This design comes from an exercise in tuning for small area, a short achievable clock period and few clock cycles per item on the open sky130 flow, not from production work.
The RTL was checked by simulation tests, not by an equivalence proof against the original design.

**flow/design.v**
```verilog
    function automatic logic [7:0] get_byte(input logic [127:0] b, input integer n);
        get_byte = b[8*(15-n) +: 8];
    endfunction
    function automatic logic [31:0] get_word(input logic [127:0] b, input integer k);
        get_word = {get_byte(b, k + 12), get_byte(b, k + 8), get_byte(b, k + 4), get_byte(b, k)};
    endfunction
    function automatic logic [7:0] rcon(input logic [3:0] i);
        case (i)
            4'd1:    rcon = 8'h01;
            4'd2:    rcon = 8'h02;
            4'd3:    rcon = 8'h04;
            4'd4:    rcon = 8'h08;
            4'd5:    rcon = 8'h10;
            4'd6:    rcon = 8'h20;
            4'd7:    rcon = 8'h40;
            4'd8:    rcon = 8'h80;
            4'd9:    rcon = 8'h1b;
            4'd10:   rcon = 8'h36;
            default: rcon = 8'h00;
        endcase
    endfunction
`timescale 1ns/1ps
module aes_dec_regs (
    input  logic         clk,
    input  logic         avs_read_i,
    input  logic         avs_write_i,
    input  logic [3:0]   avs_address_i,
    input  logic [31:0]  avs_writedata_i,
    input  logic         decrypt_busy_i,
    input  logic         key_ready_i,
    input  logic [127:0] plaintext_i,
    output logic [31:0]  avs_readdata_o,
    output logic         avs_waitrequest_o,
    output logic         expand_start_o,
    output logic         decrypt_start_o,
    output logic [127:0] cipher_key_o,
    output logic [127:0] ciphertext_o
);
    function automatic logic [7:0] get_byte(input logic [127:0] b, input integer n);
        get_byte = b[8*(15-n) +: 8];
    endfunction
    function automatic logic [31:0] get_word(input logic [127:0] b, input integer k);
        get_word = {get_byte(b, k + 12), get_byte(b, k + 8), get_byte(b, k + 4), get_byte(b, k)};
    endfunction
    function automatic logic [7:0] rcon(input logic [3:0] i);
        case (i)
            4'd1:    rcon = 8'h01;
            4'd2:    rcon = 8'h02;
            4'd3:    rcon = 8'h04;
            4'd4:    rcon = 8'h08;
            4'd5:    rcon = 8'h10;
            4'd6:    rcon = 8'h20;
            4'd7:    rcon = 8'h40;
            4'd8:    rcon = 8'h80;
            4'd9:    rcon = 8'h1b;
            4'd10:   rcon = 8'h36;
            default: rcon = 8'h00;
        endcase
    endfunction
    logic [3:0]   addr;
    logic         sel_key;
    logic         sel_ct;
    logic         sel_exp;
    logic         sel_dec;
    logic         wr_acc;
    logic [127:0] key_q;
    logic [127:0] ct_q;
    assign addr    = avs_address_i;
    assign sel_key = (addr[3:2] == 2'd0);
    assign sel_ct  = (addr[3:2] == 2'd1);
    assign sel_exp = (addr == 4'(8));
    assign sel_dec = (addr == 4'(9));
    assign avs_waitrequest_o = (avs_read_i  && sel_key && decrypt_busy_i) ||
                               (avs_write_i && sel_exp && decrypt_busy_i) ||
                               (avs_write_i && sel_dec && !key_ready_i);
    assign wr_acc          = avs_write_i && !avs_waitrequest_o;
    assign expand_start_o  = wr_acc && sel_exp;
    assign decrypt_start_o = wr_acc && sel_dec;
    always_ff @(posedge clk) begin
        for (int k = 0; k < 4; k++) begin
            for (int i = 0; i < 4; i++) begin
                if (wr_acc && sel_key && addr[1:0] == 2'(k)) begin
                    key_q[8*(15-(k+4*i)) +: 8] <= avs_writedata_i[8*i +: 8];
                end
                if (wr_acc && sel_ct && addr[1:0] == 2'(k)) begin
                    ct_q[8*(15-(k+4*i)) +: 8] <= avs_writedata_i[8*i +: 8];
                end
            end
        end
    end
    assign cipher_key_o = key_q;
    assign ciphertext_o = ct_q;
    always_comb begin
        avs_readdata_o = '0;
        if (sel_key) begin
            avs_readdata_o = get_word(plaintext_i, addr[1:0]);
        end
    end
endmodule
`timescale 1ns/1ps
module aes_key_expand (
    input  logic         clk,
    input  logic         rst_n,
    input  logic         expand_start_i,
    input  logic         decrypt_start_i,
    input  logic         decrypt_busy_i,
    input  logic [127:0] cipher_key_i,
    output logic         key_ready_o,
    output logic         last_round_o,
    output logic [127:0] whiten_key_o,
    output logic [127:0] round_key_o
);
    function automatic logic [7:0] get_byte(input logic [127:0] b, input integer n);
        get_byte = b[8*(15-n) +: 8];
    endfunction
    function automatic logic [31:0] get_word(input logic [127:0] b, input integer k);
        get_word = {get_byte(b, k + 12), get_byte(b, k + 8), get_byte(b, k + 4), get_byte(b, k)};
    endfunction
    function automatic logic [7:0] rcon(input logic [3:0] i);
        case (i)
            4'd1:    rcon = 8'h01;
            4'd2:    rcon = 8'h02;
            4'd3:    rcon = 8'h04;
            4'd4:    rcon = 8'h08;
            4'd5:    rcon = 8'h10;
            4'd6:    rcon = 8'h20;
            4'd7:    rcon = 8'h40;
            4'd8:    rcon = 8'h80;
            4'd9:    rcon = 8'h1b;
            4'd10:   rcon = 8'h36;
            default: rcon = 8'h00;
        endcase
    endfunction
    localparam logic [3:0] LAST_IDX = 4'(10);
    logic [127:0] rk_q;      
    logic [3:0]   idx_q;
    logic [31:0]  sub_q;     
    logic         walk;      
    logic         step_back;
    logic [31:0]  k0, k1, k2, k3;
    logic [31:0]  sub;
    logic [31:0]  w0;
    logic [127:0] fwd_key;
    logic [127:0] bwd_key;
    assign {k0, k1, k2, k3} = rk_q;
    assign walk      = !decrypt_busy_i && (idx_q != LAST_IDX);
    assign step_back = decrypt_start_i || (decrypt_busy_i && idx_q != 4'd1);
    for (genvar i = 0; i < 4; i++) begin : g_sbox
        aes_sbox u_sbox (.x(sub_q[8*((i+3)%4) +: 8]), .y(sub[8*i +: 8]));
    end
    assign w0      = k0 ^ sub ^ {rcon(walk ? idx_q + 4'd1 : idx_q), 24'h000000};
    assign fwd_key = {w0, k1 ^ w0, k2 ^ k1 ^ w0, k3 ^ k2 ^ k1 ^ w0};
    assign bwd_key = {w0, k0 ^ k1, k1 ^ k2, k2 ^ k3};
    always_ff @(posedge clk) begin
        if (!rst_n) begin
            idx_q <= LAST_IDX;
        end else if (expand_start_i) begin
            idx_q <= 4'd0;
        end else if (step_back) begin
            idx_q <= idx_q - 4'd1;
        end else if (walk) begin
            idx_q <= idx_q + 4'd1;
        end
    end
    always_ff @(posedge clk) begin
        if (expand_start_i) begin
            rk_q  <= cipher_key_i;
            sub_q <= cipher_key_i[31:0];
        end else if (step_back) begin
            rk_q  <= bwd_key;
            sub_q <= k3 ^ k1;                  
        end else if (decrypt_busy_i) begin
            sub_q <= k3;                       
        end else if (walk) begin
            rk_q  <= fwd_key;
            if (idx_q == LAST_IDX - 4'd1) begin
                sub_q <= k3;                   
            end else begin
                sub_q <= fwd_key[31:0];
            end
        end
    end
    assign key_ready_o  = (idx_q == LAST_IDX) && !decrypt_busy_i;
    assign last_round_o = (idx_q == 4'd1);
    assign whiten_key_o = rk_q;
    assign round_key_o  = bwd_key;
endmodule
`timescale 1ns/1ps
module aes_dec_core (
    input  logic         clk,
    input  logic         rst_n,
    input  logic         decrypt_start_i,
    input  logic         last_round_i,
    input  logic [127:0] ciphertext_i,
    input  logic [127:0] whiten_key_i,
    input  logic [127:0] round_key_i,
    output logic         decrypt_busy_o,
    output logic [127:0] plaintext_o
);
    function automatic logic [7:0] get_byte(input logic [127:0] b, input integer n);
        get_byte = b[8*(15-n) +: 8];
    endfunction
    function automatic logic [31:0] get_word(input logic [127:0] b, input integer k);
        get_word = {get_byte(b, k + 12), get_byte(b, k + 8), get_byte(b, k + 4), get_byte(b, k)};
    endfunction
    function automatic logic [7:0] rcon(input logic [3:0] i);
        case (i)
            4'd1:    rcon = 8'h01;
            4'd2:    rcon = 8'h02;
            4'd3:    rcon = 8'h04;
            4'd4:    rcon = 8'h08;
            4'd5:    rcon = 8'h10;
            4'd6:    rcon = 8'h20;
            4'd7:    rcon = 8'h40;
            4'd8:    rcon = 8'h80;
            4'd9:    rcon = 8'h1b;
            4'd10:   rcon = 8'h36;
            default: rcon = 8'h00;
        endcase
    endfunction
    logic         busy_q;
    logic [127:0] state_q;
    logic [127:0] imc;
    logic [127:0] sub_in;
    logic [127:0] sub_out;
    logic [127:0] nxt;
    for (genvar c = 0; c < 4; c++) begin : g_imc
        aes_imc_col u_imc (
            .a({state_q[127-32*c-24 -: 8], state_q[127-32*c-16 -: 8],
                state_q[127-32*c-8 -: 8], state_q[127-32*c -: 8]}),
            .y({imc[127-32*c-24 -: 8], imc[127-32*c-16 -: 8],
                imc[127-32*c-8 -: 8], imc[127-32*c -: 8]})
        );
    end
    assign sub_in = busy_q ? imc : (ciphertext_i ^ whiten_key_i);
    for (genvar r = 0; r < 4; r++) begin : g_row
        for (genvar c = 0; c < 4; c++) begin : g_col
            aes_inv_sbox u_isbox (
                .x(sub_in[8*(15-(r+4*((c+4-r)%4))) +: 8]),
                .y(sub_out[8*(15-(r+4*c)) +: 8])
            );
        end
    end
    assign nxt = sub_out ^ round_key_i;
    always_ff @(posedge clk) begin
        if (!rst_n) begin
            busy_q <= 1'b0;
        end else if (decrypt_start_i) begin
            busy_q <= 1'b1;
        end else if (last_round_i) begin
            busy_q <= 1'b0;
        end
    end
    always_ff @(posedge clk) begin
        if (decrypt_start_i || busy_q) begin
            state_q <= nxt;
        end
    end
    assign decrypt_busy_o = busy_q;
    assign plaintext_o    = state_q;
endmodule
module aes_g_xor(input logic a, input logic b, output logic y);
    assign y = a ^ b;
endmodule
module aes_g_xnor(input logic a, input logic b, output logic y);
    assign y = ~(a ^ b);
endmodule
module aes_g_and(input logic a, input logic b, output logic y);
    assign y = a & b;
endmodule
module aes_g_nand(input logic a, input logic b, output logic y);
    assign y = ~(a & b);
endmodule
module aes_g_or(input logic a, input logic b, output logic y);
    assign y = a | b;
endmodule
module aes_g_nor(input logic a, input logic b, output logic y);
    assign y = ~(a | b);
endmodule
module aes_g_andn(input logic a, input logic b, output logic y);
    assign y = ~a & b;
endmodule
module aes_g_nandn(input logic a, input logic b, output logic y);
    assign y = a | ~b;
endmodule
module aes_inv_sbox (
    input  logic [7:0] x,
    output logic [7:0] y
);
    logic P0, P1, P2, P3, P4, P5, P6, P7, P8, P9, P10, P11;
    logic P12, P13, P14, P15, P16, P17, P18, P19, P20, P21, P22, P23;
    logic P24, P25, P26, P27, P28, M1, M2, M3, M4, M5, M6, M7;
    logic M8, M9, M10, M11, M12, M13, M14, M15, M16, M17, M18, M19;
    logic M20, M21, M22, M23, M24, M25, M26, M27, M28, M29, M30, M31;
    logic M32, M33, M34, M35, M36, M37, M38, M39, M40, M41, M42, M43;
    logic M44, M45, M46, M47, M48, M49, M50, M51, M52, M53, M54, M55;
    logic M56, M57, M58, M59, M60, M61, M62, M63, Q0, Q1, Q2, Q3;
    logic Q4, Q5, Q6, Q7, Q8, Q9, Q10, Q11, Q12, Q13, Q14, Q15;
    logic Q16, Q17, Q18, Q19, Q20, Q21, Q22, Q23, Q24, Q25, Q26, Q27;
    logic Q28, Q29, Q30, Q31, Q32, Q33, Q34;
    aes_g_xor u0 (.a(x[4]), .b(x[6]), .y(P0));
    aes_g_xor u1 (.a(x[0]), .b(x[1]), .y(P1));
    aes_g_xnor u2 (.a(x[3]), .b(x[4]), .y(P2));
    aes_g_xor u3 (.a(x[3]), .b(x[6]), .y(P3));
    aes_g_xor u4 (.a(P0), .b(P1), .y(P4));
    aes_g_xor u5 (.a(x[2]), .b(x[7]), .y(P5));
    aes_g_xor u6 (.a(P1), .b(P3), .y(P6));
    aes_g_xor u7 (.a(x[5]), .b(P0), .y(P7));
    aes_g_xor u8 (.a(x[7]), .b(P0), .y(P8));
    aes_g_xor u9 (.a(x[6]), .b(x[7]), .y(P9));
    aes_g_xor u10 (.a(x[0]), .b(P3), .y(P10));
    aes_g_xor u11 (.a(x[1]), .b(x[5]), .y(P11));
    aes_g_xor u12 (.a(x[0]), .b(x[3]), .y(P12));
    aes_g_xor u13 (.a(x[5]), .b(P5), .y(P13));
    aes_g_xor u14 (.a(P4), .b(P5), .y(P14));
    aes_g_xnor u15 (.a(x[4]), .b(x[7]), .y(P15));
    aes_g_xnor u16 (.a(x[7]), .b(P10), .y(P16));
    aes_g_xnor u17 (.a(x[2]), .b(P7), .y(P17));
    aes_g_xnor u18 (.a(x[1]), .b(P2), .y(P18));
    aes_g_xnor u19 (.a(x[0]), .b(P2), .y(P19));
    aes_g_xnor u20 (.a(x[5]), .b(P2), .y(P20));
    aes_g_xor u21 (.a(P1), .b(P2), .y(P21));
    aes_g_xor u22 (.a(P3), .b(P11), .y(P22));
    aes_g_xor u23 (.a(P1), .b(P9), .y(P23));
    aes_g_xor u24 (.a(P5), .b(P6), .y(P24));
    aes_g_xor u25 (.a(x[3]), .b(P8), .y(P25));
    aes_g_xnor u26 (.a(x[5]), .b(P4), .y(P26));
    aes_g_xor u27 (.a(x[0]), .b(P7), .y(P27));
    aes_g_xor u28 (.a(x[2]), .b(P18), .y(P28));
    aes_g_nor u29 (.a(P23), .b(P17), .y(M1));
    aes_g_nor u30 (.a(P15), .b(P8), .y(M2));
    aes_g_xnor u31 (.a(P24), .b(M1), .y(M3));
    aes_g_nor u32 (.a(P4), .b(P13), .y(M4));
    aes_g_xor u33 (.a(M4), .b(M1), .y(M5));
    aes_g_nor u34 (.a(P21), .b(P22), .y(M6));
    aes_g_nor u35 (.a(P0), .b(P19), .y(M7));
    aes_g_xnor u36 (.a(P27), .b(M6), .y(M8));
    aes_g_nor u37 (.a(P6), .b(P26), .y(M9));
    aes_g_xor u38 (.a(M9), .b(M6), .y(M10));
    aes_g_nor u39 (.a(P2), .b(P14), .y(M11));
    aes_g_nor u40 (.a(P25), .b(P28), .y(M12));
    aes_g_xor u41 (.a(M12), .b(M11), .y(M13));
    aes_g_nor u42 (.a(P9), .b(P16), .y(M14));
    aes_g_xor u43 (.a(M14), .b(M11), .y(M15));
    aes_g_xor u44 (.a(M3), .b(M2), .y(M16));
    aes_g_xnor u45 (.a(M5), .b(P12), .y(M17));
    aes_g_xor u46 (.a(M8), .b(M7), .y(M18));
    aes_g_xor u47 (.a(M10), .b(M15), .y(M19));
    aes_g_xor u48 (.a(M16), .b(M13), .y(M20));
    aes_g_xor u49 (.a(M17), .b(M15), .y(M21));
    aes_g_xor u50 (.a(M18), .b(M13), .y(M22));
    aes_g_xnor u51 (.a(M19), .b(P20), .y(M23));
    aes_g_xnor u52 (.a(M22), .b(M23), .y(M24));
    aes_g_nand u53 (.a(M22), .b(M20), .y(M25));
    aes_g_xor u54 (.a(M21), .b(M25), .y(M26));
    aes_g_xnor u55 (.a(M20), .b(M21), .y(M27));
    aes_g_xor u56 (.a(M23), .b(M25), .y(M28));
    aes_g_nor u57 (.a(M28), .b(M27), .y(M29));
    aes_g_nor u58 (.a(M26), .b(M24), .y(M30));
    aes_g_nand u59 (.a(M20), .b(M23), .y(M31));
    aes_g_nor u60 (.a(M27), .b(M31), .y(M32));
    aes_g_xor u61 (.a(M27), .b(M25), .y(M33));
    aes_g_nand u62 (.a(M21), .b(M22), .y(M34));
    aes_g_nor u63 (.a(M24), .b(M34), .y(M35));
    aes_g_xor u64 (.a(M24), .b(M25), .y(M36));
    aes_g_xnor u65 (.a(M21), .b(M29), .y(M37));
    aes_g_xnor u66 (.a(M32), .b(M33), .y(M38));
    aes_g_xnor u67 (.a(M23), .b(M30), .y(M39));
    aes_g_xnor u68 (.a(M35), .b(M36), .y(M40));
    aes_g_xnor u69 (.a(M38), .b(M40), .y(M41));
    aes_g_xnor u70 (.a(M37), .b(M39), .y(M42));
    aes_g_xnor u71 (.a(M37), .b(M38), .y(M43));
    aes_g_xnor u72 (.a(M39), .b(M40), .y(M44));
    aes_g_xnor u73 (.a(M42), .b(M41), .y(M45));
    aes_g_nor u74 (.a(M44), .b(P17), .y(M46));
    aes_g_nor u75 (.a(M40), .b(P8), .y(M47));
    aes_g_nor u76 (.a(M39), .b(P13), .y(M48));
    aes_g_nor u77 (.a(M43), .b(P22), .y(M49));
    aes_g_nor u78 (.a(M38), .b(P19), .y(M50));
    aes_g_nor u79 (.a(M37), .b(P26), .y(M51));
    aes_g_nor u80 (.a(M42), .b(P14), .y(M52));
    aes_g_nor u81 (.a(M45), .b(P28), .y(M53));
    aes_g_nor u82 (.a(M41), .b(P16), .y(M54));
    aes_g_nor u83 (.a(M44), .b(P23), .y(M55));
    aes_g_nor u84 (.a(M40), .b(P15), .y(M56));
    aes_g_nor u85 (.a(M39), .b(P4), .y(M57));
    aes_g_nor u86 (.a(M43), .b(P21), .y(M58));
    aes_g_nor u87 (.a(M38), .b(P0), .y(M59));
    aes_g_nor u88 (.a(M37), .b(P6), .y(M60));
    aes_g_nor u89 (.a(M42), .b(P2), .y(M61));
    aes_g_nor u90 (.a(M45), .b(P25), .y(M62));
    aes_g_nor u91 (.a(M41), .b(P9), .y(M63));
    aes_g_xor u92 (.a(M52), .b(M61), .y(Q0));
    aes_g_xor u93 (.a(M59), .b(Q0), .y(Q1));
    aes_g_xor u94 (.a(M58), .b(M62), .y(Q2));
    aes_g_xor u95 (.a(Q1), .b(Q2), .y(Q3));
    aes_g_xor u96 (.a(M47), .b(M54), .y(Q4));
    aes_g_xor u97 (.a(M50), .b(Q4), .y(Q5));
    aes_g_xor u98 (.a(M48), .b(M56), .y(Q6));
    aes_g_xor u99 (.a(M46), .b(M51), .y(Q7));
    aes_g_xor u100 (.a(M57), .b(M63), .y(Q8));
    aes_g_xor u101 (.a(M60), .b(Q6), .y(Q9));
    aes_g_xor u102 (.a(M50), .b(M53), .y(Q10));
    aes_g_xor u103 (.a(M49), .b(Q5), .y(Q11));
    aes_g_xor u104 (.a(M49), .b(Q3), .y(Q12));
    aes_g_xor u105 (.a(Q9), .b(Q11), .y(Q13));
    aes_g_xor u106 (.a(M58), .b(Q6), .y(Q14));
    aes_g_xor u107 (.a(M55), .b(M61), .y(Q15));
    aes_g_xor u108 (.a(M46), .b(Q3), .y(Q16));
    aes_g_xor u109 (.a(Q7), .b(Q8), .y(Q17));
    aes_g_xor u110 (.a(Q3), .b(Q5), .y(Q18));
    aes_g_xor u111 (.a(M51), .b(Q12), .y(Q19));
    aes_g_xor u112 (.a(Q14), .b(Q17), .y(Q20));
    aes_g_xor u113 (.a(Q2), .b(Q13), .y(Q21));
    aes_g_xor u114 (.a(M55), .b(Q1), .y(Q22));
    aes_g_xor u115 (.a(Q1), .b(Q20), .y(Q23));
    aes_g_xor u116 (.a(Q13), .b(Q22), .y(Q24));
    aes_g_xor u117 (.a(M48), .b(M54), .y(Q25));
    aes_g_xor u118 (.a(M57), .b(Q0), .y(Q26));
    aes_g_xor u119 (.a(Q10), .b(Q23), .y(Q27));
    aes_g_xor u120 (.a(Q16), .b(Q25), .y(Q28));
    aes_g_xor u121 (.a(M63), .b(Q24), .y(Q29));
    aes_g_xor u122 (.a(M54), .b(Q19), .y(Q30));
    aes_g_xor u123 (.a(Q21), .b(Q26), .y(Q31));
    aes_g_xor u124 (.a(Q7), .b(Q18), .y(Q32));
    aes_g_xor u125 (.a(Q10), .b(Q12), .y(Q33));
    aes_g_xor u126 (.a(Q8), .b(Q15), .y(Q34));
    assign y[0] = Q34;
    assign y[1] = Q33;
    assign y[2] = Q32;
    assign y[3] = Q27;
    assign y[4] = Q28;
    assign y[5] = Q31;
    assign y[6] = Q29;
    assign y[7] = Q30;
endmodule
module aes_sbox (
    input  logic [7:0] x,
    output logic [7:0] y
);
    logic T1, T2, T3, T4, T5, T6, T7, T8, T9, T10, T11, T12;
    logic T13, T14, T15, T16, T17, T18, T19, T20, T21, T22, T23, T24;
    logic T25, T26, T27, M1, M2, M3, M4, M5, M6, M7, M8, M9;
    logic M10, M11, M12, M13, M14, M15, M16, M17, M18, M19, M20, M21;
    logic M22, M23, M24, M25, M26, M27, M28, M29, M30, M31, M32, M33;
    logic M34, M35, M36, M37, M38, M39, M40, M41, M42, M43, M44, M45;
    logic M46, M47, M48, M49, M50, M51, M52, M53, M54, M55, M56, M57;
    logic M58, M59, M60, M61, M62, M63, L0, L1, L2, L3, L4, L5;
    logic L6, L7, L8, L9, L10, L11, L12, L13, L14, L15, L16, L17;
    logic L18, L19, L20, L21, L22, L23, L24, L25, L26, L27, L28, L29;
    logic S0, S1, S2, S3, S4, S5, S6, S7;
    aes_g_xnor u0 (.a(x[7]), .b(x[4]), .y(T1));
    aes_g_xnor u1 (.a(x[7]), .b(x[2]), .y(T2));
    aes_g_xnor u2 (.a(x[7]), .b(x[1]), .y(T3));
    aes_g_xnor u3 (.a(x[4]), .b(x[2]), .y(T4));
    aes_g_xor u4 (.a(x[3]), .b(x[1]), .y(T5));
    aes_g_xor u5 (.a(T1), .b(T5), .y(T6));
    aes_g_xor u6 (.a(x[6]), .b(x[5]), .y(T7));
    aes_g_xor u7 (.a(x[0]), .b(T6), .y(T8));
    aes_g_xnor u8 (.a(x[0]), .b(T7), .y(T9));
    aes_g_xor u9 (.a(T6), .b(T7), .y(T10));
    aes_g_xor u10 (.a(x[6]), .b(x[2]), .y(T11));
    aes_g_xor u11 (.a(x[5]), .b(x[2]), .y(T12));
    aes_g_xnor u12 (.a(T3), .b(T4), .y(T13));
    aes_g_xnor u13 (.a(T6), .b(T11), .y(T14));
    aes_g_xnor u14 (.a(T5), .b(T11), .y(T15));
    aes_g_xnor u15 (.a(T5), .b(T12), .y(T16));
    aes_g_xnor u16 (.a(T9), .b(T16), .y(T17));
    aes_g_xor u17 (.a(x[4]), .b(x[0]), .y(T18));
    aes_g_xor u18 (.a(T7), .b(T18), .y(T19));
    aes_g_xor u19 (.a(T1), .b(T19), .y(T20));
    aes_g_xor u20 (.a(x[1]), .b(x[0]), .y(T21));
    aes_g_xnor u21 (.a(T7), .b(T21), .y(T22));
    aes_g_xnor u22 (.a(T2), .b(T22), .y(T23));
    aes_g_xor u23 (.a(T2), .b(T10), .y(T24));
    aes_g_xor u24 (.a(T20), .b(T17), .y(T25));
    aes_g_xor u25 (.a(T3), .b(T16), .y(T26));
    aes_g_xor u26 (.a(T1), .b(T12), .y(T27));
    aes_g_nor u27 (.a(T13), .b(T6), .y(M1));
    aes_g_nor u28 (.a(T23), .b(T8), .y(M2));
    aes_g_xor u29 (.a(T14), .b(M1), .y(M3));
    aes_g_nand u30 (.a(T19), .b(x[0]), .y(M4));
    aes_g_xnor u31 (.a(M4), .b(M1), .y(M5));
    aes_g_nor u32 (.a(T3), .b(T16), .y(M6));
    aes_g_nor u33 (.a(T22), .b(T9), .y(M7));
    aes_g_xor u34 (.a(T26), .b(M6), .y(M8));
    aes_g_nor u35 (.a(T20), .b(T17), .y(M9));
    aes_g_xor u36 (.a(M9), .b(M6), .y(M10));
    aes_g_nor u37 (.a(T1), .b(T15), .y(M11));
    aes_g_nor u38 (.a(T4), .b(T27), .y(M12));
    aes_g_xor u39 (.a(M12), .b(M11), .y(M13));
    aes_g_nor u40 (.a(T2), .b(T10), .y(M14));
    aes_g_xor u41 (.a(M14), .b(M11), .y(M15));
    aes_g_xor u42 (.a(M3), .b(M2), .y(M16));
    aes_g_xor u43 (.a(M5), .b(T24), .y(M17));
    aes_g_xor u44 (.a(M8), .b(M7), .y(M18));
    aes_g_xor u45 (.a(M10), .b(M15), .y(M19));
    aes_g_xor u46 (.a(M16), .b(M13), .y(M20));
    aes_g_xor u47 (.a(M17), .b(M15), .y(M21));
    aes_g_xor u48 (.a(M18), .b(M13), .y(M22));
    aes_g_xor u49 (.a(M19), .b(T25), .y(M23));
    aes_g_xnor u50 (.a(M22), .b(M23), .y(M24));
    aes_g_nand u51 (.a(M22), .b(M20), .y(M25));
    aes_g_xor u52 (.a(M21), .b(M25), .y(M26));
    aes_g_xnor u53 (.a(M20), .b(M21), .y(M27));
    aes_g_xor u54 (.a(M23), .b(M25), .y(M28));
    aes_g_nor u55 (.a(M28), .b(M27), .y(M29));
    aes_g_nor u56 (.a(M26), .b(M24), .y(M30));
    aes_g_nand u57 (.a(M20), .b(M23), .y(M31));
    aes_g_nor u58 (.a(M27), .b(M31), .y(M32));
    aes_g_xor u59 (.a(M27), .b(M25), .y(M33));
    aes_g_nand u60 (.a(M21), .b(M22), .y(M34));
    aes_g_nor u61 (.a(M24), .b(M34), .y(M35));
    aes_g_xor u62 (.a(M24), .b(M25), .y(M36));
    aes_g_xnor u63 (.a(M21), .b(M29), .y(M37));
    aes_g_xnor u64 (.a(M32), .b(M33), .y(M38));
    aes_g_xor u65 (.a(M23), .b(M30), .y(M39));
    aes_g_xnor u66 (.a(M35), .b(M36), .y(M40));
    aes_g_xnor u67 (.a(M38), .b(M40), .y(M41));
    aes_g_xor u68 (.a(M37), .b(M39), .y(M42));
    aes_g_xnor u69 (.a(M37), .b(M38), .y(M43));
    aes_g_xor u70 (.a(M39), .b(M40), .y(M44));
    aes_g_xnor u71 (.a(M42), .b(M41), .y(M45));
    aes_g_nor u72 (.a(M44), .b(T6), .y(M46));
    aes_g_nor u73 (.a(M40), .b(T8), .y(M47));
    aes_g_nand u74 (.a(M39), .b(x[0]), .y(M48));
    aes_g_nor u75 (.a(M43), .b(T16), .y(M49));
    aes_g_nor u76 (.a(M38), .b(T9), .y(M50));
    aes_g_nor u77 (.a(M37), .b(T17), .y(M51));
    aes_g_nor u78 (.a(M42), .b(T15), .y(M52));
    aes_g_nor u79 (.a(M45), .b(T27), .y(M53));
    aes_g_nor u80 (.a(M41), .b(T10), .y(M54));
    aes_g_nor u81 (.a(M44), .b(T13), .y(M55));
    aes_g_nor u82 (.a(M40), .b(T23), .y(M56));
    aes_g_nand u83 (.a(M39), .b(T19), .y(M57));
    aes_g_nor u84 (.a(M43), .b(T3), .y(M58));
    aes_g_nor u85 (.a(M38), .b(T22), .y(M59));
    aes_g_nor u86 (.a(M37), .b(T20), .y(M60));
    aes_g_nor u87 (.a(M42), .b(T1), .y(M61));
    aes_g_nor u88 (.a(M45), .b(T4), .y(M62));
    aes_g_nor u89 (.a(M41), .b(T2), .y(M63));
    aes_g_xor u90 (.a(M61), .b(M62), .y(L0));
    aes_g_xor u91 (.a(M50), .b(M56), .y(L1));
    aes_g_xnor u92 (.a(M46), .b(M48), .y(L2));
    aes_g_xor u93 (.a(M47), .b(M55), .y(L3));
    aes_g_xor u94 (.a(M54), .b(M58), .y(L4));
    aes_g_xor u95 (.a(M49), .b(M61), .y(L5));
    aes_g_xor u96 (.a(M62), .b(L5), .y(L6));
    aes_g_xor u97 (.a(M46), .b(L3), .y(L7));
    aes_g_xor u98 (.a(M51), .b(M59), .y(L8));
    aes_g_xor u99 (.a(M52), .b(M53), .y(L9));
    aes_g_xor u100 (.a(M53), .b(L4), .y(L10));
    aes_g_xor u101 (.a(M60), .b(L2), .y(L11));
    aes_g_xnor u102 (.a(M48), .b(M51), .y(L12));
    aes_g_xor u103 (.a(M50), .b(L0), .y(L13));
    aes_g_xor u104 (.a(M52), .b(M61), .y(L14));
    aes_g_xor u105 (.a(M55), .b(L1), .y(L15));
    aes_g_xor u106 (.a(M56), .b(L0), .y(L16));
    aes_g_xnor u107 (.a(M57), .b(L1), .y(L17));
    aes_g_xor u108 (.a(M58), .b(L8), .y(L18));
    aes_g_xor u109 (.a(M63), .b(L4), .y(L19));
    aes_g_xor u110 (.a(L0), .b(L1), .y(L20));
    aes_g_xor u111 (.a(L1), .b(L7), .y(L21));
    aes_g_xor u112 (.a(L3), .b(L12), .y(L22));
    aes_g_xor u113 (.a(L18), .b(L2), .y(L23));
    aes_g_xor u114 (.a(L15), .b(L9), .y(L24));
    aes_g_xor u115 (.a(L6), .b(L10), .y(L25));
    aes_g_xor u116 (.a(L7), .b(L9), .y(L26));
    aes_g_xor u117 (.a(L8), .b(L10), .y(L27));
    aes_g_xor u118 (.a(L11), .b(L14), .y(L28));
    aes_g_xor u119 (.a(L11), .b(L17), .y(L29));
    aes_g_xor u120 (.a(L6), .b(L24), .y(S0));
    aes_g_xnor u121 (.a(L16), .b(L26), .y(S1));
    aes_g_xnor u122 (.a(L19), .b(L28), .y(S2));
    aes_g_xor u123 (.a(L6), .b(L21), .y(S3));
    aes_g_xor u124 (.a(L20), .b(L22), .y(S4));
    aes_g_xor u125 (.a(L25), .b(L29), .y(S5));
    aes_g_xnor u126 (.a(L13), .b(L27), .y(S6));
    aes_g_xnor u127 (.a(L6), .b(L23), .y(S7));
    assign y[0] = S7;
    assign y[1] = S6;
    assign y[2] = S5;
    assign y[3] = S4;
    assign y[4] = S3;
    assign y[5] = S2;
    assign y[6] = S1;
    assign y[7] = S0;
endmodule
module aes_imc_col (
    input  logic [31:0] a,
    output logic [31:0] y
);
    logic T0, T1, T2, T3, T4, T5, T6, T7, T8, T9, T10, T11;
    logic T12, T13, T14, T15, T16, T17, T18, T19, T20, T21, T22, T23;
    logic T24, T25, T26, T27, T28, T29, T30, T31, T32, T33, T34, T35;
    logic T36, T37, T38, T39, T40, T41, T42, T43, T44, T45, T46, T47;
    logic T48, T49, T50, T51, T52, T53, T54, T55, T56, T57, T58, T59;
    logic T60, T61, T62, T63, T64, T65, T66, T67, T68, T69, T70, T71;
    logic T72, T73, T74, T75, T76, T77, T78, T79, T80, T81, T82, T83;
    logic T84, T85, T86, T87, T88, T89, T90, T91, T92, T93, T94, T95;
    logic T96, T97, T98, T99, T100, T101, T102, T103, T104, T105, T106, T107;
    logic T108, T109, T110, T111, T112, T113, T114, T115, T116, T117, T118, T119;
    logic T120, T121, T122, T123, T124, T125, T126, T127, T128, T129, T130, T131;
    logic T132, T133, T134, T135, T136, T137, T138, T139, T140, T141, T142, T143;
    logic T144, T145, T146, T147, T148, T149, T150, T151, T152, T153, T154, T155;
    logic T156, T157, T158, T159, T160, T161, T162, T163, T164, T165;
    aes_g_xor u0 (.a(a[5]), .b(a[21]), .y(T0));
    aes_g_xor u1 (.a(a[13]), .b(a[29]), .y(T1));
    aes_g_xor u2 (.a(a[14]), .b(a[30]), .y(T2));
    aes_g_xor u3 (.a(a[6]), .b(a[22]), .y(T3));
    aes_g_xor u4 (.a(T0), .b(T1), .y(T4));
    aes_g_xor u5 (.a(a[7]), .b(a[23]), .y(T5));
    aes_g_xor u6 (.a(a[15]), .b(a[31]), .y(T6));
    aes_g_xor u7 (.a(a[18]), .b(T2), .y(T7));
    aes_g_xor u8 (.a(a[26]), .b(T3), .y(T8));
    aes_g_xor u9 (.a(a[0]), .b(T4), .y(T9));
    aes_g_xor u10 (.a(a[3]), .b(a[19]), .y(T10));
    aes_g_xor u11 (.a(a[11]), .b(a[27]), .y(T11));
    aes_g_xor u12 (.a(a[9]), .b(a[25]), .y(T12));
    aes_g_xor u13 (.a(a[8]), .b(a[24]), .y(T13));
    aes_g_xor u14 (.a(a[4]), .b(a[20]), .y(T14));
    aes_g_xor u15 (.a(a[1]), .b(a[17]), .y(T15));
    aes_g_xor u16 (.a(a[12]), .b(a[28]), .y(T16));
    aes_g_xor u17 (.a(a[10]), .b(T8), .y(T17));
    aes_g_xor u18 (.a(a[2]), .b(T7), .y(T18));
    aes_g_xor u19 (.a(T5), .b(T11), .y(T19));
    aes_g_xor u20 (.a(T6), .b(T10), .y(T20));
    aes_g_xor u21 (.a(a[16]), .b(T9), .y(T21));
    aes_g_xor u22 (.a(T4), .b(T12), .y(T22));
    aes_g_xor u23 (.a(a[7]), .b(a[15]), .y(T23));
    aes_g_xor u24 (.a(a[15]), .b(a[23]), .y(T24));
    aes_g_xor u25 (.a(a[7]), .b(a[31]), .y(T25));
    aes_g_xor u26 (.a(a[23]), .b(a[31]), .y(T26));
    aes_g_xor u27 (.a(T3), .b(T13), .y(T27));
    aes_g_xor u28 (.a(T14), .b(T16), .y(T28));
    aes_g_xor u29 (.a(T19), .b(T20), .y(T29));
    aes_g_xor u30 (.a(T17), .b(T18), .y(T30));
    aes_g_xor u31 (.a(T15), .b(T22), .y(T31));
    aes_g_xor u32 (.a(T2), .b(T24), .y(T32));
    aes_g_xor u33 (.a(T13), .b(T21), .y(T33));
    aes_g_xor u34 (.a(a[16]), .b(a[25]), .y(T34));
    aes_g_xor u35 (.a(a[1]), .b(a[16]), .y(T35));
    aes_g_xor u36 (.a(a[0]), .b(T6), .y(T36));
    aes_g_xor u37 (.a(T0), .b(T6), .y(T37));
    aes_g_xor u38 (.a(T2), .b(T14), .y(T38));
    aes_g_xor u39 (.a(a[3]), .b(T23), .y(T39));
    aes_g_xor u40 (.a(T3), .b(T16), .y(T40));
    aes_g_xor u41 (.a(T1), .b(T5), .y(T41));
    aes_g_xor u42 (.a(a[27]), .b(T25), .y(T42));
    aes_g_xor u43 (.a(T10), .b(T12), .y(T43));
    aes_g_xor u44 (.a(T11), .b(T15), .y(T44));
    aes_g_xor u45 (.a(a[19]), .b(T26), .y(T45));
    aes_g_xor u46 (.a(T3), .b(T15), .y(T46));
    aes_g_xor u47 (.a(T2), .b(T25), .y(T47));
    aes_g_xor u48 (.a(a[6]), .b(T28), .y(T48));
    aes_g_xor u49 (.a(a[10]), .b(T27), .y(T49));
    aes_g_xor u50 (.a(T1), .b(T20), .y(T50));
    aes_g_xor u51 (.a(a[22]), .b(T28), .y(T51));
    aes_g_xor u52 (.a(T0), .b(T19), .y(T52));
    aes_g_xor u53 (.a(T5), .b(T18), .y(T53));
    aes_g_xor u54 (.a(T16), .b(T18), .y(T54));
    aes_g_xor u55 (.a(a[21]), .b(T29), .y(T55));
    aes_g_xor u56 (.a(T17), .b(T36), .y(T56));
    aes_g_xor u57 (.a(T14), .b(T17), .y(T57));
    aes_g_xor u58 (.a(a[5]), .b(T29), .y(T58));
    aes_g_xor u59 (.a(a[20]), .b(T30), .y(T59));
    aes_g_xor u60 (.a(T31), .b(T57), .y(T60));
    aes_g_xor u61 (.a(T31), .b(T54), .y(T61));
    aes_g_xor u62 (.a(a[4]), .b(T30), .y(T62));
    aes_g_xor u63 (.a(T33), .b(T43), .y(T63));
    aes_g_xor u64 (.a(a[11]), .b(a[20]), .y(T64));
    aes_g_xor u65 (.a(a[14]), .b(a[29]), .y(T65));
    aes_g_xor u66 (.a(a[13]), .b(a[30]), .y(T66));
    aes_g_xor u67 (.a(a[13]), .b(a[22]), .y(T67));
    aes_g_xor u68 (.a(a[11]), .b(a[28]), .y(T68));
    aes_g_xor u69 (.a(a[5]), .b(a[28]), .y(T69));
    aes_g_xor u70 (.a(a[1]), .b(a[25]), .y(T70));
    aes_g_xor u71 (.a(a[11]), .b(a[26]), .y(T71));
    aes_g_xor u72 (.a(a[14]), .b(a[31]), .y(T72));
    aes_g_xor u73 (.a(a[7]), .b(a[30]), .y(T73));
    aes_g_xor u74 (.a(a[6]), .b(a[29]), .y(T74));
    aes_g_xor u75 (.a(a[13]), .b(a[28]), .y(T75));
    aes_g_xor u76 (.a(a[4]), .b(a[19]), .y(T76));
    aes_g_xor u77 (.a(a[8]), .b(a[17]), .y(T77));
    aes_g_xor u78 (.a(a[12]), .b(a[21]), .y(T78));
    aes_g_xor u79 (.a(a[9]), .b(a[17]), .y(T79));
    aes_g_xor u80 (.a(a[12]), .b(a[27]), .y(T80));
    aes_g_xor u81 (.a(a[14]), .b(a[23]), .y(T81));
    aes_g_xor u82 (.a(a[12]), .b(a[29]), .y(T82));
    aes_g_xor u83 (.a(a[15]), .b(a[30]), .y(T83));
    aes_g_xor u84 (.a(a[9]), .b(a[24]), .y(T84));
    aes_g_xor u85 (.a(a[2]), .b(a[17]), .y(T85));
    aes_g_xor u86 (.a(T24), .b(T64), .y(T86));
    aes_g_xor u87 (.a(T2), .b(T85), .y(T87));
    aes_g_xor u88 (.a(a[16]), .b(T23), .y(T88));
    aes_g_xor u89 (.a(T12), .b(T77), .y(T89));
    aes_g_xor u90 (.a(T23), .b(T84), .y(T90));
    aes_g_xor u91 (.a(a[9]), .b(T35), .y(T91));
    aes_g_xor u92 (.a(T26), .b(T34), .y(T92));
    aes_g_xor u93 (.a(a[24]), .b(T35), .y(T93));
    aes_g_xor u94 (.a(T13), .b(T79), .y(T94));
    aes_g_xor u95 (.a(a[2]), .b(T71), .y(T95));
    aes_g_xor u96 (.a(T8), .b(T94), .y(T96));
    aes_g_xor u97 (.a(T37), .b(T81), .y(T97));
    aes_g_xor u98 (.a(a[2]), .b(T45), .y(T98));
    aes_g_xor u99 (.a(T7), .b(T91), .y(T99));
    aes_g_xor u100 (.a(T27), .b(T88), .y(T100));
    aes_g_xor u101 (.a(a[3]), .b(T86), .y(T101));
    aes_g_xor u102 (.a(a[8]), .b(T47), .y(T102));
    aes_g_xor u103 (.a(T38), .b(T67), .y(T103));
    aes_g_xor u104 (.a(T37), .b(T73), .y(T104));
    aes_g_xor u105 (.a(a[10]), .b(T7), .y(T105));
    aes_g_xor u106 (.a(a[18]), .b(T39), .y(T106));
    aes_g_xor u107 (.a(T41), .b(T72), .y(T107));
    aes_g_xor u108 (.a(T41), .b(T83), .y(T108));
    aes_g_xor u109 (.a(T32), .b(T95), .y(T109));
    aes_g_xor u110 (.a(T34), .b(T87), .y(T110));
    aes_g_xor u111 (.a(T32), .b(T89), .y(T111));
    aes_g_xor u112 (.a(a[8]), .b(T92), .y(T112));
    aes_g_xor u113 (.a(T4), .b(T46), .y(T113));
    aes_g_xor u114 (.a(T26), .b(T27), .y(T114));
    aes_g_xor u115 (.a(T46), .b(T90), .y(T115));
    aes_g_xor u116 (.a(T47), .b(T93), .y(T116));
    aes_g_xor u117 (.a(T42), .b(T76), .y(T117));
    aes_g_xor u118 (.a(T45), .b(T68), .y(T118));
    aes_g_xor u119 (.a(T40), .b(T66), .y(T119));
    aes_g_xor u120 (.a(T40), .b(T65), .y(T120));
    aes_g_xor u121 (.a(T39), .b(T80), .y(T121));
    aes_g_xor u122 (.a(T8), .b(T44), .y(T122));
    aes_g_xor u123 (.a(T38), .b(T74), .y(T123));
    aes_g_xor u124 (.a(a[24]), .b(T32), .y(T124));
    aes_g_xor u125 (.a(T9), .b(T115), .y(T125));
    aes_g_xor u126 (.a(T44), .b(T49), .y(T126));
    aes_g_xor u127 (.a(T112), .b(T113), .y(T127));
    aes_g_xor u128 (.a(T48), .b(T108), .y(T128));
    aes_g_xor u129 (.a(T51), .b(T104), .y(T129));
    aes_g_xor u130 (.a(T4), .b(T100), .y(T130));
    aes_g_xor u131 (.a(T9), .b(T111), .y(T131));
    aes_g_xor u132 (.a(T42), .b(T105), .y(T132));
    aes_g_xor u133 (.a(T106), .b(T122), .y(T133));
    aes_g_xor u134 (.a(T51), .b(T107), .y(T134));
    aes_g_xor u135 (.a(T50), .b(T69), .y(T135));
    aes_g_xor u136 (.a(T50), .b(T78), .y(T136));
    aes_g_xor u137 (.a(T52), .b(T82), .y(T137));
    aes_g_xor u138 (.a(T22), .b(T116), .y(T138));
    aes_g_xor u139 (.a(T49), .b(T70), .y(T139));
    aes_g_xor u140 (.a(T9), .b(T114), .y(T140));
    aes_g_xor u141 (.a(T52), .b(T75), .y(T141));
    aes_g_xor u142 (.a(T48), .b(T97), .y(T142));
    aes_g_xor u143 (.a(T21), .b(T102), .y(T143));
    aes_g_xor u144 (.a(T55), .b(T119), .y(T144));
    aes_g_xor u145 (.a(T98), .b(T126), .y(T145));
    aes_g_xor u146 (.a(T56), .b(T99), .y(T146));
    aes_g_xor u147 (.a(T55), .b(T123), .y(T147));
    aes_g_xor u148 (.a(T58), .b(T120), .y(T148));
    aes_g_xor u149 (.a(T58), .b(T103), .y(T149));
    aes_g_xor u150 (.a(T21), .b(T124), .y(T150));
    aes_g_xor u151 (.a(T53), .b(T96), .y(T151));
    aes_g_xor u152 (.a(T56), .b(T110), .y(T152));
    aes_g_xor u153 (.a(T53), .b(T139), .y(T153));
    aes_g_xor u154 (.a(T61), .b(T101), .y(T154));
    aes_g_xor u155 (.a(T60), .b(T118), .y(T155));
    aes_g_xor u156 (.a(T59), .b(T137), .y(T156));
    aes_g_xor u157 (.a(T21), .b(T145), .y(T157));
    aes_g_xor u158 (.a(T60), .b(T121), .y(T158));
    aes_g_xor u159 (.a(T62), .b(T141), .y(T159));
    aes_g_xor u160 (.a(T33), .b(T133), .y(T160));
    aes_g_xor u161 (.a(T62), .b(T136), .y(T161));
    aes_g_xor u162 (.a(T61), .b(T117), .y(T162));
    aes_g_xor u163 (.a(T59), .b(T135), .y(T163));
    aes_g_xor u164 (.a(T63), .b(T109), .y(T164));
    aes_g_xor u165 (.a(T63), .b(T132), .y(T165));
    assign y[0] = T130;
    assign y[1] = T131;
    assign y[2] = T146;
    assign y[3] = T157;
    assign y[4] = T154;
    assign y[5] = T161;
    assign y[6] = T149;
    assign y[7] = T142;
    assign y[8] = T150;
    assign y[9] = T127;
    assign y[10] = T151;
    assign y[11] = T165;
    assign y[12] = T155;
    assign y[13] = T156;
    assign y[14] = T144;
    assign y[15] = T134;
    assign y[16] = T140;
    assign y[17] = T138;
    assign y[18] = T152;
    assign y[19] = T160;
    assign y[20] = T162;
    assign y[21] = T163;
    assign y[22] = T147;
    assign y[23] = T129;
    assign y[24] = T143;
    assign y[25] = T125;
    assign y[26] = T153;
    assign y[27] = T164;
    assign y[28] = T158;
    assign y[29] = T159;
    assign y[30] = T148;
    assign y[31] = T128;
endmodule
`timescale 1ns/1ps
module aes_dec_top (
    input  logic        clk,
    input  logic        rst_n,
    input  logic        avs_read_i,
    input  logic        avs_write_i,
    input  logic [3:0]  avs_address_i,
    input  logic [31:0] avs_writedata_i,
    output logic [31:0] avs_readdata_o,
    output logic        avs_waitrequest_o
);
    logic         expand_start;
    logic         decrypt_start;
    logic         decrypt_busy;
    logic         key_ready;
    logic         last_round;
    logic [127:0] cipher_key;
    logic [127:0] ciphertext;
    logic [127:0] plaintext;
    logic [127:0] whiten_key;
    logic [127:0] round_key;
    aes_dec_regs i_aes_dec_regs (
        .clk               (clk),
        .avs_read_i        (avs_read_i),
        .avs_write_i       (avs_write_i),
        .avs_address_i     (avs_address_i),
        .avs_writedata_i   (avs_writedata_i),
        .decrypt_busy_i    (decrypt_busy),
        .key_ready_i       (key_ready),
        .plaintext_i       (plaintext),
        .avs_readdata_o    (avs_readdata_o),
        .avs_waitrequest_o (avs_waitrequest_o),
        .expand_start_o    (expand_start),
        .decrypt_start_o   (decrypt_start),
        .cipher_key_o      (cipher_key),
        .ciphertext_o      (ciphertext)
    );
    aes_key_expand i_aes_key_expand (
        .clk             (clk),
        .rst_n           (rst_n),
        .expand_start_i  (expand_start),
        .decrypt_start_i (decrypt_start),
        .decrypt_busy_i  (decrypt_busy),
        .cipher_key_i    (cipher_key),
        .key_ready_o     (key_ready),
        .last_round_o    (last_round),
        .whiten_key_o    (whiten_key),
        .round_key_o     (round_key)
    );
    aes_dec_core i_aes_dec_core (
        .clk             (clk),
        .rst_n           (rst_n),
        .decrypt_start_i (decrypt_start),
        .last_round_i    (last_round),
        .ciphertext_i    (ciphertext),
        .whiten_key_i    (whiten_key),
        .round_key_i     (round_key),
        .decrypt_busy_o  (decrypt_busy),
        .plaintext_o     (plaintext)
    );
endmodule
```
**flow/run.sh**
```bash
#!/bin/bash
# synth_recipe.tcl (not shown) runs the flow's synth.tcl, then flattens the netlist and writes it again
# the make line also repeats each setting of config.mk as NAME=value (left out here)
make -C /OpenROAD-flow-scripts/flow DESIGN_CONFIG=/design/flow/config.mk WORK_HOME=/design/flow/orfs CLKGATE_MAP_FILE= SYNTH_SCRIPT=/design/flow/synth_recipe.tcl finish
```
**flow/config.mk**
```make
export PLATFORM = sky130hd
export DESIGN_NAME = aes_dec_top
export DESIGN_NICKNAME = aes_dec_top
export VERILOG_FILES = /design/flow/design.v
export SDC_FILE = /design/flow/constraint.sdc
export NUM_CORES = 8
export LEC_CHECK = 0
export CAP_MARGIN = 20
export CORE_MARGIN = 2
export CORE_UTILIZATION = 30
export SETUP_SLACK_MARGIN = 2
export SLEW_MARGIN = 20
export SYNTH_HIERARCHICAL = 1
```
**flow/constraint.sdc**
```tcl
create_clock -name core_clock -period 9.0 [get_ports {clk}]
set_input_delay 1.8000 -clock core_clock [delete_from_list [all_inputs] [get_ports {clk}]]
set_output_delay 1.8000 -clock core_clock [all_outputs]
set_load 0.01 [all_outputs]
```
==> summary.txt, run 1 <==
----------------------------------------------------
[Floorplan]
  Number of I/O pins ... 73
  Height of the die ... 430.8 µm
  Initial standard-cell utilization of the core ... 30.20%
  Die Footprint ... 185600 µm²
  Placeable core region ... 180900 µm²
  Number of cell rows ... 156
  Horizontal extent of the die ... 430.8 µm

[Placed design]
  Count of input and output buffers ... 72
  Placement Cell Area ... 56660 µm²
  Worst setup slack after placement ... 0.07361 ns
  Detail Placement HPWL ... 143.0 mm
  RD Place Congestion ... 0.9541

[Timing]
  Setup ws final ... 1.875 ns
  Part of the cycle the worst path needs ... 79.17%
  Total Neg Setup Slack ... 0 ns
  Hold_ws ... 0.5225 ns
  Maximum clock rate ... 140.3 MHz
  Clock Skew ... 0.03002 ns
  Setup repair after global routing missed its margin ... true
  Worst slew slack as a fraction of its limit ... 25.13%
  Number of hold violations in the final report ... 0
  Number of setup violations in the final report ... 0
  Max-slew violation count ... 0
  Crit path time final ... 7.125 ns
  Tightest Pin Transition ... 1.111 ns

[CTS]
  Inserted Clock Buffers ... 71
  CTS tree ... yes
  Clock transition time at the flip-flop clock pins of the worst setup and hold paths ... 0.06 ns
  Htree depth ... 3
  Number of sinks handled by clock tree synthesis ... 549
  Root buffer selected by CTS ... sky130_fd_sc_hd__clkbuf_16
  Maximum clock path buffer count ... 3
  Clock latency at the later pin of the worst-skew pair ... 0.64 ns

[Synth]
  Nets in the synthesized netlist ... 5695
  Number of synthesized flops with an enable pin ... 544
  Share of async-settable or async-resettable flops after synthesis ... 0%
  Number of distinct standard cells referenced by the synthesized netlist ... 61
  Syn. warnings ... 9
  Post-Synthesis Cell Area ... 54640 µm²
  Cells after Synth ... 5651
  Mean area per synthesized cell ... 9.670 µm²
  Register bit count reported by yosys ... 549
  Sequential element share of the synthesized area ... 30.08%
  Leading register cell type out of synthesis ... sky130_fd_sc_hd__edfxtp_1

[Outcome]
  Outcome ... finished clean

[Route]
  Number of design rule violations left after detail routing ... 0
  Routed WL per cell ... 23.17 µm
  Number of design-rule violations left by the first detailed-router iteration ... 4079
  Final wirelength ... 197.6 mm
  Number of vias per cell after detailed routing ... 4.800
  Number of search-and-repair iterations in the first detailed-routing pass ... 7
  Via count ... 40950
  Residual antenna-violating net count after detailed routing ... 0

[Global route]
  GRT Util Overall ... 19.69%
  Largest net degree at the start of global routing ... 167
  Initial antenna violation count ... 11
  Residual overflow from global routing ... 0
  Via count of the first global-routing pass ... 39440
  Wire length of the first global-routing pass ... 269.1 mm

[Critical path]
  Setup Crit Path Kind ... flip-flop to flip-flop
  Largest fanout on the critical path ... 5
  Startpoint type of the worst setup path ... flip-flop
  CP most frequent cell ... sky130_fd_sc_hd__xor2_2
  Maximum cell stage delay along the critical path ... 0.46 ns
  Kind of end point of the critical path ... flip-flop
  WP data required ... 9.41 ns
  Worst reg2reg setup slack ... 1.87 ns
  Slowest stage cell, crit path ... sky130_fd_sc_hd__edfxtp_1
  Critical path arrival ... 7.53 ns

[Finish]
  Final Instance Area ... 72800 µm²
  Fraction of layout instances using a drive strength above 1 ... 32.35%
  Post-synthesis to final-layout area growth ... 33.22%
  Fillers ... 16900
  # nets final ... 6146

[Job]
  Count of max-cap constraint violations ... 0

[Min path]
  Class of the tightest hold or removal check ... flip-flop to flip-flop

----------------------------------------------------
-- per-layer routing --
layer	wire, µm	GRT usage, %	up-vias	part of all wire, %
li1	-	-	18220	-
met1	78700	26.10	20670	40
met2	93620	31.94	1663	47
met3	14900	2.870	379	7.5
met4	10360	8.392	10	5.2
met5	68	0	-	0.034
-- registers in the layout (all words and copies together) (netlist names) --
register and cells:
i_aes_key_expand.rk_q 128, i_aes_key_expand.sub_q 32, i_aes_dec_regs.key_q 128, i_aes_key_expand.idx_q 4, i_aes_dec_regs.ct_q 128, i_aes_dec_core.busy_q 1
i_aes_dec_core.state_q 128
-- cell families after synthesis --
group	Yosys count	share of synthesized area, %
AO/OA/AOI/OAI	320	3.870
buffers and inverters	402	5.133
adder cells (fa/ha/maj)	4	0.09159
flip-flops	549	30.08
AND/OR/NAND/NOR	1205	8.854
multiplexers	72	2.116
XOR/XNOR	3099	49.86
-- through the flow --
step           std cells  util, %
3_5_place_dp        7784    31.31
5_1_grt             8526    40.23
6_report            8531    40.23
2_1_floorplan       5651        -
4_1_cts             8120    35.55
3_3_place_gp        7783    31.31
-- modules after synthesis, one instance, submodules excluded, excerpt --
module | area, µm² | cells | copies in the design | flip-flops and latches
aes_g_xnor | 8.758 | 1 | 480 | 0
aes_g_nand | 3.754 | 1 | 72 | 0
aes_dec_regs | 8808 | 356 | 1 | 256
aes_imc_col | 240.2 | 32 | 4 | 0
aes_g_nor | 3.754 | 1 | 608 | 0
aes_dec_core | 7851 | 673 | 1 | 129
aes_inv_sbox | 60.06 | 8 | 16 | 0
aes_key_expand | 11130 | 1126 | 1 | 164
-- synthesized netlist by cell type, types with 3 or more instances --
master	n	area (µm²)
sky130_fd_sc_hd__and3b_1	4	35.03
sky130_fd_sc_hd__a21o_1	6	45.04
sky130_fd_sc_hd__o31ai_1	4	30.03
sky130_fd_sc_hd__inv_1	10	37.54
sky130_fd_sc_hd__a211oi_1	5	37.54
sky130_fd_sc_hd__buf_6	22	247.7
sky130_fd_sc_hd__edfxtp_1	544	16340
sky130_fd_sc_hd__mux2_2	28	315.3
sky130_fd_sc_hd__xor2_1	2390	20930
sky130_fd_sc_hd__dfxtp_1	5	100.1
sky130_fd_sc_hd__nand3_1	14	70.07
sky130_fd_sc_hd__o21ai_2	84	735.7
sky130_fd_sc_hd__o21ai_1	12	60.06
sky130_fd_sc_hd__o21ai_0	152	760.7
sky130_fd_sc_hd__nor2_1	689	2586
sky130_fd_sc_hd__xnor3_1	5	112.6
sky130_fd_sc_hd__nand2b_1	6	37.54
sky130_fd_sc_hd__xnor2_1	701	6140
sky130_fd_sc_hd__a21oi_1	12	60.06
sky130_fd_sc_hd__buf_2	7	35.03
sky130_fd_sc_hd__clkbuf_1	66	247.7
sky130_fd_sc_hd__nand4b_1	7	61.31
sky130_fd_sc_hd__o211ai_1	6	45.04
sky130_fd_sc_hd__mux4_2	32	720.7
sky130_fd_sc_hd__nor2b_1	10	62.56
sky130_fd_sc_hd__and2_1	37	231.5
sky130_fd_sc_hd__nor3_1	25	125.1
sky130_fd_sc_hd__a21boi_0	21	157.7
sky130_fd_sc_hd__buf_4	296	2222
sky130_fd_sc_hd__ha_1	4	50.05
sky130_fd_sc_hd__a221oi_1	5	43.79
sky130_fd_sc_hd__nand2_1	392	1471
sky130_fd_sc_hd__a211o_1	3	26.28
sky130_fd_sc_hd__and3_1	3	18.77
sky130_fd_sc_hd__mux2i_1	12	120.1
-- placed cells by master, fill, tap and decap left out, drive strengths merged, types with 14 or more instances in the layout --
master / n
mux4: 32
edfxtp: 544
xor2: 2392
clkdlybuf4s50: 70
clkbuf: 83
nand2: 392
nor3: 27
nand3: 14
o21ai: 249
xnor2: 702
a21boi: 21
buf: 700
nor2: 689
inv: 14
clkinv: 27
mux2: 28
and2: 38
-- path summary, 6_finish.rpt --
check | startpoint | to | cells past startpoint
max | i_aes_dec_core.state_q[6]$_DFFE_PP_ | i_aes_dec_core.state_q[38]$_DFFE_PP_ | 31
min | i_aes_dec_regs.key_q[86]$_DFFE_PP_ | i_aes_key_expand.rk_q[86]$_DFFE_PP_ | 2
max reg2reg | i_aes_dec_core.state_q[6]$_DFFE_PP_ | i_aes_dec_core.state_q[38]$_DFFE_PP_ | 31
min reg2reg | i_aes_dec_regs.key_q[86]$_DFFE_PP_ | i_aes_key_expand.rk_q[86]$_DFFE_PP_ | 2
-- timing repair --
| item | 4_1_cts | 5_1_grt |
|---|---|---|
| pin swaps | 220 | 491 |
| buffers inserted | 211 | 402 |
| hold buffers | 0 | 0 |
| endpoints found under the hold margin | 0 | 0 |
| resized for setup | 527 | 741 |
| setup endpoints to repair | 140 | 178 |
-- critical path, delay by kind of cell, from the launching register on --
kind | cells | cell delay, ns
AOI/OAI and AO/OA | 1 | 0.15
xor gates and xnor gates | 22 | 4.98
buffers and inverters | 5 | 0.90
DFF | 1 | 0.46
and+or+nand+nor | 3 | 0.43
-- final cells by class --
type	instances	area [µm²]	share of cell area (%)
antenna	7	17.52	0.02406
clock buffer	83	1886	2.590
clock inverter	42	452.9	0.6222
inverter	10	37.54	0.05156
multi-input combinational	4700	44610	61.27
sequential	549	16440	22.58
tap	2370	2965	4.073
timing repair buffer	770	6392	8.781
Testbench counts, summed over its fixed seeds: cycles 18,925, blocks 895.
==> inputs of run 2 (changes only) <==
--- a/flow/config.mk
+++ b/flow/config.mk
@@ -8,6 +8,5 @@
 export CAP_MARGIN = 20
 export CORE_MARGIN = 2
 export CORE_UTILIZATION = 30
-export SETUP_SLACK_MARGIN = 2
 export SLEW_MARGIN = 20
 export SYNTH_HIERARCHICAL = 1
==> summary.txt, run 2 <==
----------------------------------------------------
[Synth]
  Leading register cell type out of synthesis ... sky130_fd_sc_hd__edfxtp_1
  Number of synthesized flops with an enable pin ... 544 (unchanged)
  Dominant cell by count in the synthesized netlist ... sky130_fd_sc_hd__xor2_1
  Register bit count reported by yosys ... 549 (unchanged)
  Cell type contributing the most total cell area after synthesis ... sky130_fd_sc_hd__xor2_1
  Number of distinct standard cells referenced by the synthesized netlist ... 61 (unchanged)
  Post-Synthesis Cell Area ... 54640 µm² (unchanged)
  Cell types with the highest counts after synthesis ... 2390 x sky130_fd_sc_hd__xor2_1, 701 x sky130_fd_sc_hd__xnor2_1, 689 x sky130_fd_sc_hd__nor2_1, 544 x sky130_fd_sc_hd__edfxtp_1, 392 x sky130_fd_sc_hd__nand2_1
  Sequential element share of the synthesized area ... 30.08% (unchanged)
  Leading cell types by total area after synthesis ... sky130_fd_sc_hd__xor2_1 38%, sky130_fd_sc_hd__edfxtp_1 30%, sky130_fd_sc_hd__xnor2_1 11%
  Cells after Synth ... 5651 (unchanged)
  Share of async-settable or async-resettable flops after synthesis ... 0% (unchanged)
  Nets in the synthesized netlist ... 5695 (unchanged)
  Mean area per synthesized cell ... 9.670 µm² (unchanged)
  Syn. warnings ... 9 (unchanged)
  Fraction of post-synthesis cell area in the top cell type by area ... 38.31% (unchanged)

[Critical path]
  Largest fanout on the critical path ... 5 (unchanged)
  Cell family with the largest share of critical-path delay ... XOR/XNOR gates
  CP Launch Point ... i_aes_dec_core.state_q[117]$_DFFE_PP_
  Reg2reg start ... i_aes_dec_core.state_q[117]$_DFFE_PP_
  Number of cells on the worst reg-to-reg path ... 28 (-9.7%)
  Startpoint type of the worst setup path ... flip-flop
  WP buf/inv ... 0 (-5)
  CP most frequent cell ... sky130_fd_sc_hd__xor2_1
  Setup Crit Path Kind ... flip-flop to flip-flop
  Kind of end point of the critical path ... flip-flop
  Slowest stage cell, crit path ... sky130_fd_sc_hd__xor2_1
  Crit. path cell count ... 28 (-9.7%)
  WP data required ... 9.43 ns (+0.02 ns)
  Critical path arrival ... 8.93 ns (+1.40 ns)
  Maximum cell stage delay along the critical path ... 0.52 ns (+0.06 ns)

[Route]
  Number of design-rule violations left by the first detailed-router iteration ... 3695 (-9.4%)
  Number of vias per cell after detailed routing ... 4.778 (-0.46%)
  Final wirelength ... 182.0 mm (-7.9%)
  Residual antenna-violating net count after detailed routing ... 0 (unchanged)
  Routed WL per cell ... 22.98 µm (-0.82%)
  Number of search-and-repair iterations in the first detailed-routing pass ... 5 (-2)
  Number of design rule violations left after detail routing ... 0 (unchanged)
  Via count ... 37840 (-7.6%)

[CTS]
  Maximum clock path buffer count ... 3 (unchanged)
  Inserted Clock Buffers ... 70 (-1.4%)
  Htree depth ... 3 (unchanged)
  Clock transition time at the flip-flop clock pins of the worst setup and hold paths ... 0.07 ns (about the same)
  Clock latency at the later pin of the worst-skew pair ... 0.64 ns (about the same)
  CTS tree ... yes
  Root buffer selected by CTS ... sky130_fd_sc_hd__clkbuf_16
  Number of sinks handled by clock tree synthesis ... 549 (unchanged)
  Total of hold buffers inserted after clock tree synthesis ... 0 (unchanged)

[Finish]
  Final Instance Area ... 58930 µm² (-19%)
  Leading cell type in the layout, fill and taps excluded ... sky130_fd_sc_hd__xor2_1
  # nets final ... 5539 (-9.9%)
  Post-synthesis to final-layout area growth ... 7.847%
  Fillers ... 18470 (+9.3%)
  Most used cells in the layout excluding fill and tap cells ... 2372 x sky130_fd_sc_hd__xor2_1, 695 x sky130_fd_sc_hd__xnor2_1, 682 x sky130_fd_sc_hd__nor2_1
  Fraction of layout instances using a drive strength above 1 ... 7.156% (-25 points)

[Placed design]
  Detail Placement HPWL ... 142.9 mm (-0.10%)
  Worst setup slack after placement ... 0.1401 ns (+0.06647 ns)
  RD Place Congestion ... 0.9805 (+2.8%)
  Placement Cell Area ... 56460 µm² (-0.34%)
  Count of input and output buffers ... 72 (unchanged)

[Timing]
  Maximum clock rate ... 117.7 MHz (-16%)
  Setup repair after global routing missed its margin ... false
  Crit path time final ... 8.498 ns (+1.373 ns)
  Worst slew slack as a fraction of its limit ... 17.02% (-8.1 points)
  Tightest Pin Transition ... 1.244 ns (+0.1324 ns)
  Total Neg Setup Slack ... 0 ns (unchanged)
  Number of hold violations in the final report ... 0 (unchanged)
  Hold_ws ... 0.5210 ns (-0.001487 ns)
  Part of the cycle the worst path needs ... 94.42% (+15 points)
  Clock Skew ... 0.03257 ns (+0.002547 ns)
  Max-slew violation count ... 0 (unchanged)
  Number of setup violations in the final report ... 0 (unchanged)
  Setup ws final ... 0.5021 ns (-1.373 ns)

[Global route]
  Met2 Usage GRT ... 30.36% (-1.6 points)
  Initial antenna violation count ... 9 (-2)
  Residual overflow from global routing ... 0 (unchanged)
  GRT Util Overall ... 18.99% (-0.70 points)
  M1 GR Usage ... 25.83% (-0.27 points)
  Most crowded layer after global routing ... met2
  Wire length of the first global-routing pass ... 258.9 mm (-3.8%)
  Met3 Use GR ... 2.673% (-0.20 points)
  Via count of the first global-routing pass ... 37080 (-6.0%)
  Largest net degree at the start of global routing ... 175 (+4.8%)

[Floorplan]
  Initial standard-cell utilization of the core ... 30.20% (unchanged)
  Number of cell rows ... 156 (unchanged)
  Die Footprint ... 185600 µm² (unchanged)
  Number of I/O pins ... 73 (unchanged)
  Horizontal extent of the die ... 430.8 µm (unchanged)
  Placeable core region ... 180900 µm² (unchanged)
  Height of the die ... 430.8 µm (unchanged)

[Min path]
  Class of the tightest hold or removal check ... flip-flop to flip-flop
  WHS Path Cells ... 2 (unchanged)
  Launch point of the worst hold path ... i_aes_dec_regs.key_q[69]$_DFFE_PP_

[Job]
  Count of max-cap constraint violations ... 0 (unchanged)

[Outcome]
  Outcome ... finished clean

----------------------------------------------------
run 2: routing by layer:
metal,vias up,wire length (µm)
met5,-,64
met4,8,7839
met3,267,13270
met2,1453,82050
met1,18580,78780
li1,17530,-
run 2: tightest hold or removal path: cells and delay by family (launching register included):
kind,cells,cell delay [ns]
flip-flops,1,0.32
AO/OA/AOI/OAI,1,0.05
AND/OR/NAND/NOR,1,0.04
run 2: modules after synthesis, one instance, submodules excluded, excerpt:
module / cells inside / area (µm²)
aes_dec_core: 673 / 7851
aes_inv_sbox: 8 / 60.06
aes_sbox: 8 / 60.06
aes_g_nand: 1 / 3.754
aes_key_expand: 1126 / 11130
aes_imc_col: 32 / 240.2
aes_g_xnor: 1 / 8.758
aes_dec_regs: 356 / 8808
aes_g_nor: 1 / 3.754
run 2: cells by family (layout without fill, tap and decap cells):
logic type	after synthesis	in the layout	share of synthesized area, %
flops	549	549	30.08
fa+ha+maj	4	4	0.09159
mux	72	72	2.116
compound gates	320	320	3.870
other cells	0	3	0
xor+xnor	3099	3099	49.86
buf+inv	402	299	5.133
simple gates	1205	1205	8.854
run 2: final timing paths:
kind / slack, ns / to
setup / recovery: 0.50 / i_aes_dec_core.state_q[7]$_DFFE_PP_
hold / removal: 0.52 / i_aes_key_expand.rk_q[69]$_DFFE_PP_
setup reg to reg: 0.50 / i_aes_dec_core.state_q[7]$_DFFE_PP_
hold reg to reg: 0.52 / i_aes_key_expand.rk_q[69]$_DFFE_PP_
run 2: stage by stage:
step,cells,utilization (%)
after floorplan,5651,-
after global placement,7791,31.18
after detailed placement,7793,31.21
after CTS,7918,32.49
after global routing,7921,32.57
final,7921,32.57
run 2: area by class of cell:
| cell class | instances | area [µm²] | share of cell area (%) |
|---|---|---|---|
| Antenna cell | 3 | 7.507 | 0.01274 |
| Clock buffer | 79 | 1849 | 3.138 |
| Clock inverter | 46 | 473.0 | 0.8025 |
| Inverter | 10 | 37.54 | 0.06369 |
| Multi-Input combinational cell | 4700 | 35680 | 60.55 |
| Sequential cell | 549 | 16440 | 27.90 |
| Tap cell | 2370 | 2965 | 5.032 |
| Timing Repair Buffer | 164 | 1479 | 2.510 |
run 2: repair_timing:
action,in CTS,in global routing
buffers inserted,0,0
gates resized for setup,0,19
endpoints found under the hold margin,0,0
setup endpoints to repair,0,32

-- afterwards: timing with drivers on the ports --
In the flow no input, the clock included, has a driving cell. The finished layouts below were timed again as built, in two steps. Step 1 (the two cells are an assumption about what drives the block):
set clk [get_ports {clk}]
set_driving_cell -lib_cell sky130_fd_sc_hd__clkbuf_16 $clk
set_driving_cell -lib_cell sky130_fd_sc_hd__buf_2 [delete_from_list [all_inputs] $clk]
Step 2, shift: input delay + t, output delay - t, t = (earliest + latest rising clock arrival at the registers) / 2. This alone moves slack from input paths to output paths. a / b / c = ideal / step 1 / step 2; a / b = the first two.
run | t (ns) | setup WS [ns] | worst setup path after step 2 | slew at the worst register clock pin (ns)
run 1 | 0.698 | 1.875 / 1.875 / 1.875 | register to register | 0.06 / 0.06
run 2 | 0.708 | 0.502 / 0.502 / 0.502 | register to register | 0.07 / 0.07
After both steps setup and hold are still met in every run listed.
